From an optimization exercise on the open Yosys and OpenROAD flow, aimed at small area, a short achievable clock period and few clock cycles per item; shortcuts taken in it are not production practice.
At most, simulation tests tie the RTL to the original design; equivalence was not proved.

==> flow/design.v <==
`default_nettype none
package skf_pkg;
    localparam int SAMPLE_W = 16;
    localparam int EST_W    = 16;
    localparam int GAIN_W   = 31;
    localparam int CFG_IDX_W = 1;
    localparam int CFG_DAT_W = 32;
    localparam logic [CFG_IDX_W-1:0] REG_MEAS_NOISE = 1'd0;
    localparam logic [CFG_IDX_W-1:0] REG_PROC_NOISE = 1'd1;
    localparam logic [31:0] MEAS_NOISE_RST = 32'd214748365;
    localparam logic [31:0] PROC_NOISE_RST = 32'd536871;
    localparam logic [31:0] COV_RST        = 32'd1073741824;
    localparam logic [3:0] DIV_LAST = 4'd14;
endpackage
`default_nettype wire
`default_nettype none
import skf_pkg::*;
module scalar_kalman_filter
(
    input  wire                       i_clk,
    input  wire                       i_rst_n,
    input  wire                       i_cfg_valid,
    output logic                      o_cfg_ready,
    input  wire       [CFG_IDX_W-1:0] i_cfg_index,
    input  wire       [CFG_DAT_W-1:0] i_cfg_data,
    input  wire                       i_in_valid,
    output logic                      o_in_ready,
    input  wire signed [SAMPLE_W-1:0] i_in_sample,
    output logic                      o_out_valid,
    input  wire                       i_out_ready,
    output logic signed [EST_W-1:0]   o_out_estimate,
    output logic       [GAIN_W-1:0]   o_out_gain
);
    logic        r_idle;      
    logic        r_fin;       
    logic        r_fix;       
    logic        r_div;       
    logic        r_first;     
    logic        r_second;    
    logic        r_last;      
    logic [3:0]  r_cnt;
    logic        r_k30;       
    logic        r_in_ready;
    logic        r_out_valid;
    logic [31:0] r_meas_noise;
    logic [31:0] r_proc_noise;
    logic [31:0] r_pp;        
    logic [32:0] r_den;       
    logic [32:0] r_rem;       
    logic [1:0]  r_d;         
    logic [1:0]  r_dn;        
    logic [30:0] r_q;         
    logic [61:0] r_u;         
    logic [61:0] r_x;         
    logic [32:0] r_diff;      
    logic signed [EST_W-1:0] r_est;
    logic accept;
    logic start;
    logic stall;
    assign accept = i_in_valid && r_in_ready;
    assign start  = accept;
    assign stall  = r_second && r_out_valid;
    assign o_in_ready     = r_in_ready;
    assign o_cfg_ready    = 1'b1;
    assign o_out_valid    = r_out_valid;
    assign o_out_estimate = r_est;
    assign o_out_gain     = r_q;
    logic [31:0] p_cur;
    logic [31:0] x_cur;
    assign p_cur = r_u[61:30];
    assign x_cur = r_x[61:30];
    logic [32:0] pred_sum;
    logic [31:0] pp;
    logic        pp_sat;
    assign pred_sum = {1'b0, p_cur} + {1'b0, r_proc_noise};
    assign pp_sat   = pred_sum[32];
    assign pp       = pp_sat ? 32'hFFFF_FFFF : pred_sum[31:0];
    logic [31:0] den_a;
    logic [31:0] den_b;
    logic [32:0] den_s;
    logic [32:0] den_c;
    logic [32:0] den_sum;
    logic        r_zero;
    logic        pq_zero;
    logic        k30;
    assign den_a   = p_cur | {32{r_fix}};
    assign den_b   = r_proc_noise & {32{!r_fix}};
    assign den_s   = {1'b0, den_a ^ den_b ^ r_meas_noise};
    assign den_c   = {(den_a & den_b) | (den_a & r_meas_noise) | (den_b & r_meas_noise), 1'b0};
    assign den_sum = den_s + den_c;
    assign r_zero  = (r_meas_noise == 32'd0);
    assign pq_zero = (p_cur == 32'd0) && (r_proc_noise == 32'd0);
    assign k30     = r_zero && !pq_zero;
    logic [35:0] rem4;
    logic [35:0] den1;
    logic [35:0] t1;
    logic [35:0] s1;
    logic [35:0] s3_a;
    logic [35:0] s3_s;
    logic [35:0] s3_c;
    logic [35:0] s3;
    logic        k1;
    logic        ok1;
    logic        ok3;
    logic [1:0]  digit;
    logic [32:0] rem_next;
    assign rem4 = {1'b0, r_rem, 2'b00};
    assign den1 = {3'b000, r_den};
    assign t1   = {2'b00, r_rem, 1'b0} - den1;
    assign s1   = rem4 - den1;
    assign s3_a = {1'b0, r_rem, 2'b10};
    assign s3_s = s3_a ^ ~{den1[34:0], 1'b0} ^ ~den1;
    assign s3_c = {(s3_a[34:0] & ~{den1[33:0], 1'b0}) | (s3_a[34:0] & ~den1[34:0])
                   | (~{den1[33:0], 1'b0} & ~den1[34:0]), 1'b0};
    assign s3   = s3_s + s3_c;
    assign k1   = !t1[35];
    assign ok1  = !s1[35];
    assign ok3  = !s3[35];
    assign digit = {k1, k1 ? ok3 : ok1};
    always_comb begin
        unique case (digit)
            2'd3:    rem_next = s3[32:0];
            2'd2:    rem_next = {t1[31:0], 1'b0};
            2'd1:    rem_next = s1[32:0];
            default: rem_next = rem4[32:0];
        endcase
    end
    function automatic logic [61:0] add62(input logic [61:0] a, input logic [61:0] b);
        logic [61:0] g;
        logic [61:0] p;
        logic [61:0] gg;
        logic [61:0] pp;
        g  = a & b;
        p  = a ^ b;
        gg = g;
        pp = p;
        for (int l = 0; l < 6; l++) begin
            for (int i = 0; i < 62; i++) begin
                if ((i % (2 << l)) == (2 << l) - 1) begin
                    gg[i] = gg[i] | (pp[i] & gg[i - (1 << l)]);
                    pp[i] = pp[i] & pp[i - (1 << l)];
                end
            end
        end
        for (int l = 4; l >= 0; l--) begin
            for (int i = 0; i < 62; i++) begin
                if (i >= (3 << l) - 1 && ((i - ((3 << l) - 1)) % (2 << l)) == 0) begin
                    gg[i] = gg[i] | (pp[i] & gg[i - (1 << l)]);
                    pp[i] = pp[i] & pp[i - (1 << l)];
                end
            end
        end
        add62 = p ^ {gg[60:0], 1'b0};
    endfunction
    logic        rnd;
    logic [61:0] u_a;
    logic [61:0] u_b;
    logic [61:0] u_m;
    logic [61:0] u_s;
    logic [61:0] u_c;
    logic [61:0] u_next;
    logic [61:0] x_a;
    logic [61:0] x_b;
    logic [61:0] x_m;
    logic [61:0] x_s;
    logic [61:0] x_c;
    logic [61:0] x_next;
    logic [61:0] pp_w;
    logic [61:0] diff_w;
    assign rnd    = r_second;
    assign pp_w   = {30'd0, r_pp};
    assign diff_w = {{29{r_diff[32]}}, r_diff};
    assign u_a    = {r_u[59:0], rnd, 1'b1};
    assign u_b    = {62{r_dn[1]}} | ~{pp_w[60:0], 1'b0};
    assign u_m    = {62{r_dn[0]}} | ~pp_w;
    assign u_s    = u_a ^ u_b ^ u_m;
    assign u_c    = {(u_a[60:0] & u_b[60:0]) | (u_a[60:0] & u_m[60:0]) | (u_b[60:0] & u_m[60:0]), 1'b1};
    assign u_next = u_s + u_c;
    assign x_a    = {r_x[59:0], rnd, 1'b0};
    assign x_b    = r_d[1] ? {diff_w[60:0], 1'b0} : 62'd0;
    assign x_m    = r_d[0] ? diff_w : 62'd0;
    assign x_s    = x_a ^ x_b ^ x_m;
    assign x_c    = {(x_a[60:0] & x_b[60:0]) | (x_a[60:0] & x_m[60:0]) | (x_b[60:0] & x_m[60:0]), 1'b0};
    assign x_next = x_s + x_c;
    logic [61:0] diff_sum;
    logic [32:0] diff_next;
    assign diff_sum  = add62({29'd0, r_diff[32:1], 1'b1}, {29'd0, ~r_x[32:0]});
    assign diff_next = diff_sum[32:0];
    logic [31:0] x_new;
    logic [15:0] est_new;
    assign x_new   = r_x[61:30];
    assign est_new = (x_new[31:16] == 16'h7FFF) ? 16'h7FFF : x_new[31:16] + {15'd0, x_new[15]};
    logic step;
    logic acc;
    assign step = r_div && !stall;
    assign acc  = (step && !r_first) || r_last;
    always_ff @(posedge i_clk) begin
        if (!i_rst_n) begin
            r_idle       <= 1'b1;
            r_fin        <= 1'b0;
            r_fix        <= 1'b0;
            r_div        <= 1'b0;
            r_first      <= 1'b0;
            r_second     <= 1'b0;
            r_last       <= 1'b0;
            r_in_ready   <= 1'b1;
            r_out_valid  <= 1'b0;
            r_meas_noise <= MEAS_NOISE_RST;
            r_proc_noise <= PROC_NOISE_RST;
        end else begin
            if (i_cfg_valid) begin
                if (i_cfg_index == REG_MEAS_NOISE) begin
                    r_meas_noise <= i_cfg_data;
                end else begin
                    r_proc_noise <= i_cfg_data;
                end
            end
            r_in_ready <= ((r_idle || r_fin) && !start) || r_last;
            if (r_fin) begin
                r_out_valid <= 1'b1;
            end else if (i_out_ready) begin
                r_out_valid <= 1'b0;
            end
            r_idle   <= (r_idle || r_fin) && !start;
            r_fix    <= start && pp_sat;
            r_first  <= (start && !pp_sat) || r_fix;
            r_second <= (step && r_first) || stall;
            r_last   <= step && (r_cnt == 4'd0);
            r_fin    <= r_last;
            if ((start && !pp_sat) || r_fix) begin
                r_div <= 1'b1;
            end else if (step && (r_cnt == 4'd0)) begin
                r_div <= 1'b0;
            end
        end
    end
    always_ff @(posedge i_clk) begin
        if (!i_rst_n) begin
            r_u[61:30] <= COV_RST;
            r_x[61:30] <= 32'd0;
        end else if (start) begin
            r_u[61:30] <= {30'd0, k30 ? 2'b00 : pp[31:30]};
            r_x[61:30] <= k30 ? {{30{i_in_sample[15]}}, i_in_sample[15:14]}
                              : {{30{x_cur[31]}}, x_cur[31:30]};
        end else if (acc) begin
            r_u[61:30] <= u_next[61:30];
            r_x[61:30] <= x_next[61:30];
        end
    end
    always_ff @(posedge i_clk) begin
        if (r_fin) begin
            r_est <= est_new;
        end
        if (start || r_fix) begin
            r_den <= {den_sum[32:1], den_sum[0] | (r_zero && pq_zero && !r_fix)};
            r_cnt <= DIV_LAST;
        end
        if (start) begin
            r_pp   <= pp;
            r_k30  <= k30;
            r_rem  <= k30 ? 33'd0 : {1'b0, pp};
            r_u[29:0] <= k30 ? 30'd0 : pp[29:0];
            r_x[29:0] <= k30 ? {i_in_sample[13:0], 16'h0000} : x_cur[29:0];
            r_diff    <= {i_in_sample[15], i_in_sample, 16'h0000};
        end
        if (step) begin
            r_cnt <= r_cnt - 4'd1;
            r_rem <= rem_next;
            r_d   <= digit;
            r_dn  <= ~digit;
            if (r_first) begin
                r_diff <= diff_next;
            end
        end
        if (acc) begin
            r_u[29:0] <= u_next[29:0];
            r_x[29:0] <= x_next[29:0];
            r_q <= {r_last ? r_k30 : r_q[28], r_q[27:0], r_d};
        end
    end
endmodule
`default_nettype wire
==> flow/config.mk <==
export PLATFORM = sky130hd
export DESIGN_NAME = scalar_kalman_filter
export DESIGN_NICKNAME = scalar_kalman_filter
export VERILOG_FILES = /design/flow/design.v
export SDC_FILE = /design/flow/constraint.sdc
export NUM_CORES = 4
export LEC_CHECK = 0
export CAP_MARGIN = 20
export CORE_MARGIN = 2
export CORE_UTILIZATION = 40
export SLEW_MARGIN = 20
==> flow/constraint.sdc <==
create_clock -name core_clock -period 12.0 [get_ports {i_clk}]
set_input_delay 2.4000 -clock core_clock [delete_from_list [all_inputs] [get_ports {i_clk}]]
set_output_delay 2.4000 -clock core_clock [all_outputs]
set_load 0.01 [all_outputs]
standard.sh (not shown) runs the stock make flow with config.mk's settings and CLKGATE_MAP_FILE= SYNTH_SCRIPT=/design/flow/synth_recipe.tcl, a recipe that flattens the netlist after the stock synthesis.
==> flow/flow/run.sh <==
#!/bin/bash
# Standard layout (the standard.sh, unchanged synthesis), with timing repair aiming for
# 7.5 ns of setup slack at the design's clock period, and plain buffers on the ports.
# The clock and constraints are unchanged.
set -euo pipefail
bash standard.sh SETUP_SLACK_MARGIN=7.5 'BUFFER_PORTS_ARGS=-buffer_cell sky130_fd_sc_hd__buf_2' finish > standard.log 2>&1
Edit:
--- a/flow/design.v
+++ b/flow/design.v
@@ -46,11 +46,10 @@
     logic [31:0] r_proc_noise;
     logic [31:0] r_pp;        
     logic [32:0] r_den;       
     logic [32:0] r_rem;       
     logic [1:0]  r_d;         
-    logic [1:0]  r_dn;        
     logic [30:0] r_q;         
     logic [61:0] r_u;         
     logic [61:0] r_x;         
     logic [32:0] r_diff;      
     logic signed [EST_W-1:0] r_est;
@@ -169,12 +168,12 @@
     logic [61:0] diff_w;
     assign rnd    = r_second;
     assign pp_w   = {30'd0, r_pp};
     assign diff_w = {{29{r_diff[32]}}, r_diff};
     assign u_a    = {r_u[59:0], rnd, 1'b1};
-    assign u_b    = {62{r_dn[1]}} | ~{pp_w[60:0], 1'b0};
-    assign u_m    = {62{r_dn[0]}} | ~pp_w;
+    assign u_b    = ~(r_d[1] ? {pp_w[60:0], 1'b0} : 62'd0);
+    assign u_m    = ~(r_d[0] ? pp_w : 62'd0);
     assign u_s    = u_a ^ u_b ^ u_m;
     assign u_c    = {(u_a[60:0] & u_b[60:0]) | (u_a[60:0] & u_m[60:0]) | (u_b[60:0] & u_m[60:0]), 1'b1};
     assign u_next = u_s + u_c;
     assign x_a    = {r_x[59:0], rnd, 1'b0};
     assign x_b    = r_d[1] ? {diff_w[60:0], 1'b0} : 62'd0;
@@ -265,11 +264,10 @@
         end
         if (step) begin
             r_cnt <= r_cnt - 4'd1;
             r_rem <= rem_next;
             r_d   <= digit;
-            r_dn  <= ~digit;
             if (r_first) begin
                 r_diff <= diff_next;
             end
         end
         if (acc) begin
=> Synthesized area is higher by about 0.7%; synthesized cell count rose by about 2.2%; sequential cell count drops by 2; maximum frequency increases by about 1.2%; setup slack is better by 54 ps; non-clock buffer count fell by 12; core utilization stays flat; final area goes up by about 0.4%; clock-buffer cell count is unchanged; critical path depth went up by 3; via count came out higher by about 1.1%.
Testbench counts after the change, summed over its fixed seeds: cycles 34,880, items 2,048.
No functional check of the RTL was part of the first run of this note.


Another version of the RTL of scalar_kalman_filter (not shown whole).
Size: ~3900 cells after synthesis, ~380 flip-flops, about 100 I/O pins, ~33000 um2 of cells after synthesis.
Settings: LEC_CHECK=0, CAP_MARGIN=20, CORE_MARGIN=2, CORE_UTILIZATION=40, SLEW_MARGIN=20; clock period 12.0 ns.
Scripts as last shown in full above: flow/flow/run.sh
Change:
--- a/flow/design.v
+++ b/flow/design.v
@@ -60,39 +60,41 @@
     assign start  = accept;
     assign stall  = r_second && r_out_valid;
     assign o_in_ready     = r_in_ready;
     assign o_cfg_ready    = 1'b1;
     assign o_out_valid    = r_out_valid;
     assign o_out_estimate = r_est;
     assign o_out_gain     = r_q;
     logic [31:0] p_cur;
     logic [31:0] x_cur;
     assign p_cur = r_u[61:30];
     assign x_cur = r_x[61:30];
-    logic sel_p;
-    logic sel_d;
-    assign sel_p = r_idle || r_fin;
-    assign sel_d = sel_p || r_fix;
     logic [32:0] pred_sum;
     logic [31:0] pp;
     logic        pp_sat;
+    assign pred_sum = {1'b0, p_cur} + {1'b0, r_proc_noise};
     assign pp_sat   = pred_sum[32];
     assign pp       = pp_sat ? 32'hFFFF_FFFF : pred_sum[31:0];
     logic [31:0] den_a;
     logic [31:0] den_b;
+    logic [32:0] den_s;
+    logic [32:0] den_c;
     logic [32:0] den_sum;
     logic        r_zero;
     logic        pq_zero;
     logic        k30;
     assign den_a   = p_cur | {32{r_fix}};
     assign den_b   = r_proc_noise & {32{!r_fix}};
+    assign den_s   = {1'b0, den_a ^ den_b ^ r_meas_noise};
+    assign den_c   = {(den_a & den_b) | (den_a & r_meas_noise) | (den_b & r_meas_noise), 1'b0};
+    assign den_sum = den_s + den_c;
     assign r_zero  = (r_meas_noise == 32'd0);
     assign pq_zero = (p_cur == 32'd0) && (r_proc_noise == 32'd0);
     assign k30     = r_zero && !pq_zero;
     logic [35:0] rem4;
     logic [35:0] den1;
     logic [35:0] t1;
     logic [35:0] s1;
     logic [35:0] s3_a;
     logic [35:0] s3_s;
     logic [35:0] s3_c;
     logic [35:0] s3;
@@ -159,40 +161,34 @@
     logic [61:0] x_a;
     logic [61:0] x_b;
     logic [61:0] x_m;
     logic [61:0] x_s;
     logic [61:0] x_c;
     logic [61:0] x_next;
     logic [61:0] pp_w;
     logic [61:0] diff_w;
     assign rnd    = r_second;
     assign pp_w   = {30'd0, r_pp};
     assign diff_w = {{29{r_diff[32]}}, r_diff};
-    assign u_a    = sel_p ? {30'd0, p_cur} : {r_u[59:0], rnd, 1'b1};
-    assign u_b    = sel_p ? {30'd0, r_proc_noise} : ~(r_d[1] ? {pp_w[60:0], 1'b0} : 62'd0);
-    assign u_m    = sel_p ? 62'd0 : ~(r_d[0] ? pp_w : 62'd0);
+    assign u_a    = {r_u[59:0], rnd, 1'b1};
+    assign u_b    = ~(r_d[1] ? {pp_w[60:0], 1'b0} : 62'd0);
+    assign u_m    = ~(r_d[0] ? pp_w : 62'd0);
     assign u_s    = u_a ^ u_b ^ u_m;
-    assign u_c    = {(u_a[60:0] & u_b[60:0]) | (u_a[60:0] & u_m[60:0]) | (u_b[60:0] & u_m[60:0]), !sel_p};
-    assign u_next = u_s + u_c;
-    assign pred_sum = u_next[32:0];
-    assign x_a    = sel_d ? {30'd0, den_a} : {r_x[59:0], rnd, 1'b0};
-    assign x_b    = sel_d ? {30'd0, den_b} : (r_d[1] ? {diff_w[60:0], 1'b0} : 62'd0);
-    assign x_m    = sel_d ? {30'd0, r_meas_noise} : (r_d[0] ? diff_w : 62'd0);
+    assign u_c    = {(u_a[60:0] & u_b[60:0]) | (u_a[60:0] & u_m[60:0]) | (u_b[60:0] & u_m[60:0]), 1'b1};
+    assign u_next = add62(u_s, u_c);
+    assign x_a    = {r_x[59:0], rnd, 1'b0};
+    assign x_b    = r_d[1] ? {diff_w[60:0], 1'b0} : 62'd0;
+    assign x_m    = r_d[0] ? diff_w : 62'd0;
     assign x_s    = x_a ^ x_b ^ x_m;
     assign x_c    = {(x_a[60:0] & x_b[60:0]) | (x_a[60:0] & x_m[60:0]) | (x_b[60:0] & x_m[60:0]), 1'b0};
-    assign x_next = x_s + x_c;
-    assign den_sum = x_next[32:0];
-    logic [61:0] diff_sum;
-    logic [32:0] diff_next;
-    assign diff_sum  = add62({29'd0, r_diff[32:1], 1'b1}, {29'd0, ~r_x[32:0]});
-    assign diff_next = diff_sum[32:0];
+    assign x_next = add62(x_s, x_c);
     logic [31:0] x_new;
     logic [15:0] est_new;
     assign x_new   = r_x[61:30];
     assign est_new = (x_new[31:16] == 16'h7FFF) ? 16'h7FFF : x_new[31:16] + {15'd0, x_new[15]};
     logic step;
     logic acc;
     assign step = r_div && !stall;
     assign acc  = (step && !r_first) || r_last;
     always_ff @(posedge i_clk) begin
         if (!i_rst_n) begin
             r_idle       <= 1'b1;
@@ -259,22 +255,22 @@
             r_k30  <= k30;
             r_rem  <= k30 ? 33'd0 : {1'b0, pp};
             r_u[29:0] <= k30 ? 30'd0 : pp[29:0];
             r_x[29:0] <= k30 ? {i_in_sample[13:0], 16'h0000} : x_cur[29:0];
             r_diff    <= {i_in_sample[15], i_in_sample, 16'h0000};
         end
         if (step) begin
             r_cnt <= r_cnt - 4'd1;
             r_rem <= rem_next;
             r_d   <= digit;
             if (r_first) begin
-                r_diff <= diff_next;
+                r_diff <= r_diff - r_x[32:0];
             end
         end
         if (acc) begin
             r_u[29:0] <= u_next[29:0];
             r_x[29:0] <= x_next[29:0];
             r_q <= {r_last ? r_k30 : r_q[28], r_q[27:0], r_d};
         end
     end
 endmodule
 `default_nettype wire
Result: First-iteration DRC count is lower by a quarter to a third; wire length is lower by about a fifth; critical path depth is higher by 6; utilization is lower by 2.9 points; non-clock buffer count is lower by 108; synthesized area is higher by a few percent; count of clock-buffer cells in the layout is higher by 13; die area is higher by a few percent; global-route usage is lower by 6.1 points.
No functional check of the RTL was part of any run of this note.

port drivers added, routing unchanged:
How much do the figures lean on ideal ports? The routed layouts below were timed once more, with nothing changed but the port constraints. Step 1: set_driving_cell puts a clkbuf_16 on i_clk and a buf_2 on each other input, an assumption about the parent block. Step 2, shift: input delay + t, output delay - t, t = (earliest + latest rising clock arrival at the registers) / 2. This alone moves slack from input paths to output paths. Slacks: ideal / step 1 / step 2; pairs: ideal / step 1.
| run | t (ns) | setup WS [ns] | worst setup path after step 2 |
|---|---|---|---|
| the first run of note 1 | 0.650 | 7.554 / 7.554 / 7.160 | input to register |
| the second run of note 1 | 0.667 | 7.608 / 7.608 / 7.022 | input to register |
| the first run of note 2 | 0.654 | 7.332 / 7.332 / 6.919 | input to register |
| the second run of note 2 | 0.669 | 7.403 / 7.403 / 7.403 | register to register |
After both steps setup and hold are still met in every run listed. The setup slack of the second run of note 1, which loses most, moves by 0.000 ns with the drivers and by -0.586 ns with both steps.
